Source: an optimization exercise on an open RTL-to-GDS flow (aim: small area and a short achievable clock period). Production flows keep margins and buffers that such runs may drop. The clock input has no modelled driver; a real chip could not lean on it and would need a root buffer or a full tree. Power is estimated from default activity; no workload was simulated.

==> module sample_fifo, before the edit <==
module sample_fifo
#(
   parameter int DEPTH = 16,
   parameter int W     = 28
) (
   input  logic         user_clk_out,
   input  logic         sys_rst_n,
   input  logic         push_i,      
   input  logic [W-1:0] push_data_i,
   input  logic         pop_i,       
   output logic [W-1:0] head_o,
   output logic         empty_o,
   output logic         full_o
);
   logic [W-1:0]     mem [DEPTH];
   logic [DEPTH-1:0] lvl_q;
   logic [DEPTH:0]   lvl_x;
   logic [DEPTH-1:0] sel_hold, sel_next, sel_in;
   assign lvl_x = {1'b0, lvl_q};
   always_comb begin
      for (int i = 0; i < DEPTH; i++) begin
         sel_hold[i] = ~pop_i & lvl_x[i];
         sel_next[i] =  pop_i & lvl_x[i+1];
         sel_in[i]   = ~sel_hold[i] & ~sel_next[i];
      end
   end
   always_ff @(posedge user_clk_out) begin
      for (int i = 0; i < DEPTH-1; i++) begin
         mem[i] <= ({W{sel_hold[i]}} & mem[i])
                 | ({W{sel_next[i]}} & mem[i+1])
                 | ({W{sel_in[i]}}   & push_data_i);
      end
      mem[DEPTH-1] <= ({W{sel_hold[DEPTH-1]}} & mem[DEPTH-1])
                    | ({W{sel_in[DEPTH-1]}}   & push_data_i);
   end
   always_ff @(posedge user_clk_out or negedge sys_rst_n) begin
      if (!sys_rst_n) begin
         lvl_q <= '0;
      end else if (push_i & ~pop_i) begin
         lvl_q <= {lvl_q[DEPTH-2:0], 1'b1};
      end else if (pop_i & ~push_i) begin
         lvl_q <= {1'b0, lvl_q[DEPTH-1:1]};
      end
   end
   assign head_o  = mem[0];
   assign empty_o = ~lvl_q[0];
   assign full_o  = lvl_q[DEPTH-1];
endmodule
==> module host_regs, before the edit <==
module host_regs
(
   input  logic        user_clk_out,
   input  logic        sys_rst_n,
   input  logic        reg_wr_i,
   input  logic        reg_rd_i,
   input  adc_capture_pkg::reg_addr_t   reg_addr_i,
   input  adc_capture_pkg::reg_data_t   reg_wdata_i,
   output adc_capture_pkg::reg_data_t   reg_rdata_o,
   output logic        reg_rvalid_o,
   output logic        ch0_enable_o,
   output logic        ch1_enable_o,
   output adc_capture_pkg::divider_t    ch0_divider_o,
   output adc_capture_pkg::divider_t    ch1_divider_o,
   output logic        ch0_count_clear_o,
   output logic        ch1_count_clear_o,
   output logic        ch0_count_load_o,
   output logic        ch1_count_load_o,
   input  adc_capture_pkg::word_count_t ch0_word_count_i,
   input  adc_capture_pkg::word_count_t ch1_word_count_i,
   input  logic        ch0_overflow_i,
   input  logic        ch1_overflow_i,
   input  logic        ch0_empty_i,
   input  logic        ch1_empty_i,
   input  logic        ch0_full_i,
   input  logic        ch1_full_i,
   output logic        stream_enable_o
);
   adc_capture_pkg::reg_data_t ch0_status;
   adc_capture_pkg::reg_data_t ch1_status;
   adc_capture_pkg::reg_data_t read_mux;
   always_ff @(posedge user_clk_out or negedge sys_rst_n) begin
      if (!sys_rst_n) begin
         ch0_enable_o    <= 1'b0;
         ch1_enable_o    <= 1'b0;
         ch0_divider_o   <= '0;
         ch1_divider_o   <= '0;
         stream_enable_o <= 1'b0;
      end else if (reg_wr_i) begin
         case (reg_addr_i)
            4'h0:    ch0_enable_o    <= reg_wdata_i[0];
            4'h1:     ch0_divider_o   <= adc_capture_pkg::divider_t'(reg_wdata_i);
            4'h4:    ch1_enable_o    <= reg_wdata_i[0];
            4'h5:     ch1_divider_o   <= adc_capture_pkg::divider_t'(reg_wdata_i);
            4'h8: stream_enable_o <= reg_wdata_i[0];
            default: ;   
         endcase
      end
   end
   assign ch0_count_clear_o = reg_wr_i & (reg_addr_i == 4'h0)
                              & reg_wdata_i[1];
   assign ch1_count_clear_o = reg_wr_i & (reg_addr_i == 4'h4)
                              & reg_wdata_i[1];
   assign ch0_count_load_o  = reg_wr_i & (reg_addr_i == 4'h3);
   assign ch1_count_load_o  = reg_wr_i & (reg_addr_i == 4'h7);
   assign ch0_status = {28'b0, ch0_overflow_i, ch0_full_i, ch0_empty_i, ch0_enable_o};
   assign ch1_status = {28'b0, ch1_overflow_i, ch1_full_i, ch1_empty_i, ch1_enable_o};
   adc_capture_pkg::reg_data_t ch0_read, ch1_read;
   always_comb begin
      case (reg_addr_i[1:0])
         2'd0:    ch0_read = {31'b0, ch0_enable_o};
         2'd1:    ch0_read = {16'b0, ch0_divider_o};
         2'd2:    ch0_read = ch0_status;
         default: ch0_read = ch0_word_count_i;
      endcase
      case (reg_addr_i[1:0])
         2'd0:    ch1_read = {31'b0, ch1_enable_o};
         2'd1:    ch1_read = {16'b0, ch1_divider_o};
         2'd2:    ch1_read = ch1_status;
         default: ch1_read = ch1_word_count_i;
      endcase
      if (!reg_addr_i[3])
         read_mux = reg_addr_i[2] ? ch1_read : ch0_read;
      else if (reg_addr_i[2:0] == 3'd0)
         read_mux = {31'b0, stream_enable_o};
      else
         read_mux = '0;    
   end
   always_ff @(posedge user_clk_out or negedge sys_rst_n) begin
      if (!sys_rst_n) begin
         reg_rdata_o  <= '0;
         reg_rvalid_o <= 1'b0;
      end else begin
         reg_rvalid_o <= reg_rd_i;
         if (reg_rd_i) begin
            reg_rdata_o <= read_mux;     
         end
      end
   end
endmodule
==> flow/config.mk <==
export PLATFORM = sky130hd
export DESIGN_NAME = adc_capture_top
export DESIGN_NICKNAME = adc_capture_top
export VERILOG_FILES = /design/flow/design.v
export SDC_FILE = /design/flow/constraint.sdc
export NUM_CORES = 4
export LEC_CHECK = 0
export CAP_MARGIN = 20
export CORE_MARGIN = 2
export CORE_UTILIZATION = 40
export SETUP_SLACK_MARGIN = 3.0
export SLEW_MARGIN = 20
==> flow/constraint.sdc <==
create_clock -name core_clock -period 5.0 [get_ports {user_clk_out}]
set_input_delay 1.0000 -clock core_clock [delete_from_list [all_inputs] [get_ports {user_clk_out}]]
set_output_delay 1.0000 -clock core_clock [all_outputs]
set_load 0.01 [all_outputs]
standard.sh (not shown) runs the stock make flow with config.mk's settings and CLKGATE_MAP_FILE= SYNTH_SCRIPT=/design/flow/synth_recipe.tcl, a recipe that flattens the netlist after the stock synthesis.
==> flow/flow/run.sh <==
#!/bin/bash
# Own layout flow: the standard flow (standard synthesis unchanged), with
# plain buffers on the ports instead of the delay cells buffer_ports picks,
# a clock tree with larger sink clusters and no dummy loads, and the clock
# port driving the tree's first branch buffers directly (post_cts.tcl).
set -euo pipefail
export BUFFER_PORTS_ARGS="-buffer_cell sky130_fd_sc_hd__buf_4"
export CTS_ARGS="-sink_clustering_enable -repair_clock_nets -sink_clustering_size 25 -sink_clustering_max_diameter 100 -dont_use_dummy_load"
export POST_CTS_TCL="$(pwd)/flow/post_cts.tcl"
bash standard.sh finish > standard.log 2>&1
==> flow/flow/post_cts.tcl <==
set root [get_cells -quiet clkbuf_0_user_clk_out]
if {[llength $root] == 1} {
  set loads [get_pins -of_objects [get_nets -of_objects [get_pins clkbuf_0_user_clk_out/X]] -filter "direction == input"]
  puts "root buffer loads: [llength $loads]"
  if {[llength $loads] <= 4} {
    remove_buffers $root
    estimate_parasitics -placement
    repair_timing_helper
    detailed_placement
    check_placement -verbose
  }
}
Then changed:
--- a/flow/design.v
+++ b/flow/design.v
@@ -30,14 +30,17 @@
    output logic [W-1:0] head_o,
    output logic         empty_o,
    output logic         full_o
 );
    logic [W-1:0]     mem [DEPTH];
-   logic [DEPTH-1:0] lvl_q;
-   logic [DEPTH:0]   lvl_x;
+   logic [4:0]       level_q;      
+   logic             empty_q, full_q;
+   logic [DEPTH:0]   lvl_x;        
    logic [DEPTH-1:0] sel_hold, sel_next, sel_in;
-   assign lvl_x = {1'b0, lvl_q};
+   always_comb begin
+      for (int i = 0; i <= DEPTH; i++) lvl_x[i] = (level_q > 5'(i));
+   end
    always_comb begin
       for (int i = 0; i < DEPTH; i++) begin
          sel_hold[i] = ~pop_i & lvl_x[i];
          sel_next[i] =  pop_i & lvl_x[i+1];
          sel_in[i]   = ~sel_hold[i] & ~sel_next[i];
@@ -52,20 +55,26 @@
       mem[DEPTH-1] <= ({W{sel_hold[DEPTH-1]}} & mem[DEPTH-1])
                     | ({W{sel_in[DEPTH-1]}}   & push_data_i);
    end
    always_ff @(posedge user_clk_out or negedge sys_rst_n) begin
       if (!sys_rst_n) begin
-         lvl_q <= '0;
+         level_q <= '0;
+         empty_q <= 1'b1;
+         full_q  <= 1'b0;
       end else if (push_i & ~pop_i) begin
-         lvl_q <= {lvl_q[DEPTH-2:0], 1'b1};
+         level_q <= level_q + 1'b1;
+         empty_q <= 1'b0;
+         full_q  <= (level_q == 5'(DEPTH-1));
       end else if (pop_i & ~push_i) begin
-         lvl_q <= {1'b0, lvl_q[DEPTH-1:1]};
+         level_q <= level_q - 1'b1;
+         empty_q <= (level_q == 5'd1);
+         full_q  <= 1'b0;
       end
    end
    assign head_o  = mem[0];
-   assign empty_o = ~lvl_q[0];
-   assign full_o  = lvl_q[DEPTH-1];
+   assign empty_o = empty_q;
+   assign full_o  = full_q;
 endmodule
 `timescale 1ns/1ps
 module capture_channel
 (
    input  logic        user_clk_out,
@@ -207,30 +216,23 @@
                               & reg_wdata_i[1];
    assign ch0_count_load_o  = reg_wr_i & (reg_addr_i == 4'h3);
    assign ch1_count_load_o  = reg_wr_i & (reg_addr_i == 4'h7);
    assign ch0_status = {28'b0, ch0_overflow_i, ch0_full_i, ch0_empty_i, ch0_enable_o};
    assign ch1_status = {28'b0, ch1_overflow_i, ch1_full_i, ch1_empty_i, ch1_enable_o};
-   adc_capture_pkg::reg_data_t ch0_read, ch1_read;
    always_comb begin
-      case (reg_addr_i[1:0])
-         2'd0:    ch0_read = {31'b0, ch0_enable_o};
-         2'd1:    ch0_read = {16'b0, ch0_divider_o};
-         2'd2:    ch0_read = ch0_status;
-         default: ch0_read = ch0_word_count_i;
-      endcase
-      case (reg_addr_i[1:0])
-         2'd0:    ch1_read = {31'b0, ch1_enable_o};
-         2'd1:    ch1_read = {16'b0, ch1_divider_o};
-         2'd2:    ch1_read = ch1_status;
-         default: ch1_read = ch1_word_count_i;
+      case (reg_addr_i)
+         4'h0:    read_mux = {31'b0, ch0_enable_o};
+         4'h1:     read_mux = {16'b0, ch0_divider_o};
+         4'h2:  read_mux = ch0_status;
+         4'h3:   read_mux = ch0_word_count_i;
+         4'h4:    read_mux = {31'b0, ch1_enable_o};
+         4'h5:     read_mux = {16'b0, ch1_divider_o};
+         4'h6:  read_mux = ch1_status;
+         4'h7:   read_mux = ch1_word_count_i;
+         4'h8: read_mux = {31'b0, stream_enable_o};
+         default:          read_mux = '0;    
       endcase
-      if (!reg_addr_i[3])
-         read_mux = reg_addr_i[2] ? ch1_read : ch0_read;
-      else if (reg_addr_i[2:0] == 3'd0)
-         read_mux = {31'b0, stream_enable_o};
-      else
-         read_mux = '0;    
    end
    always_ff @(posedge user_clk_out or negedge sys_rst_n) begin
       if (!sys_rst_n) begin
          reg_rdata_o  <= '0;
          reg_rvalid_o <= 1'b0;
Result:
- The changed run ran to the end with no violations
- power climbs to 2.6 times its value
- wire length increases by 62%
- core utilization went up by 13 points
- first-iteration DRC count increases by 130%
- fmax is lower by 10%
- sequential share of layout area is lower by 12 points
- sequential cell count decreases by 18
- worst setup slack loses 0.24 ns
- design area grows by 27%
- critical path depth went up by 9
- clock skew shrinks by 0.040 ns
- cell count climbs by 3.9%
- sequential power came out higher by 43%
No run of this note included a check of the RTL's function; only the layout flow was run.

==> port drivers added, routing unchanged <==
Ports are ideal in the flow. The routed layouts listed here were re-timed in OpenROAD. Step 1 assumes that a clkbuf_16 drives the clock port and a buf_2 every other input. Step 2, shift: input delay + t, output delay - t, t = (earliest + latest rising clock arrival at the registers) / 2. This alone moves slack from input paths to output paths. a / b / c = ideal / step 1 / step 2; a / b = the first two.
| run | t, ns | slack for setup (ns) | worst setup path after step 2 | clock arrival spread, ns |
|---|---|---|---|---|
| the first run | 0.590 | 2.867 / 2.719 / 2.284 | input to register | 0.104 / 0.104 |
| the second run | 0.607 | 2.629 / 2.629 / 2.297 | input to register | 0.075 / 0.075 |
After both steps setup and hold are still met in every run listed. For the first run, which loses most, drivers alone change the setup slack by -0.148 ns; drivers and shift together by -0.583 ns.
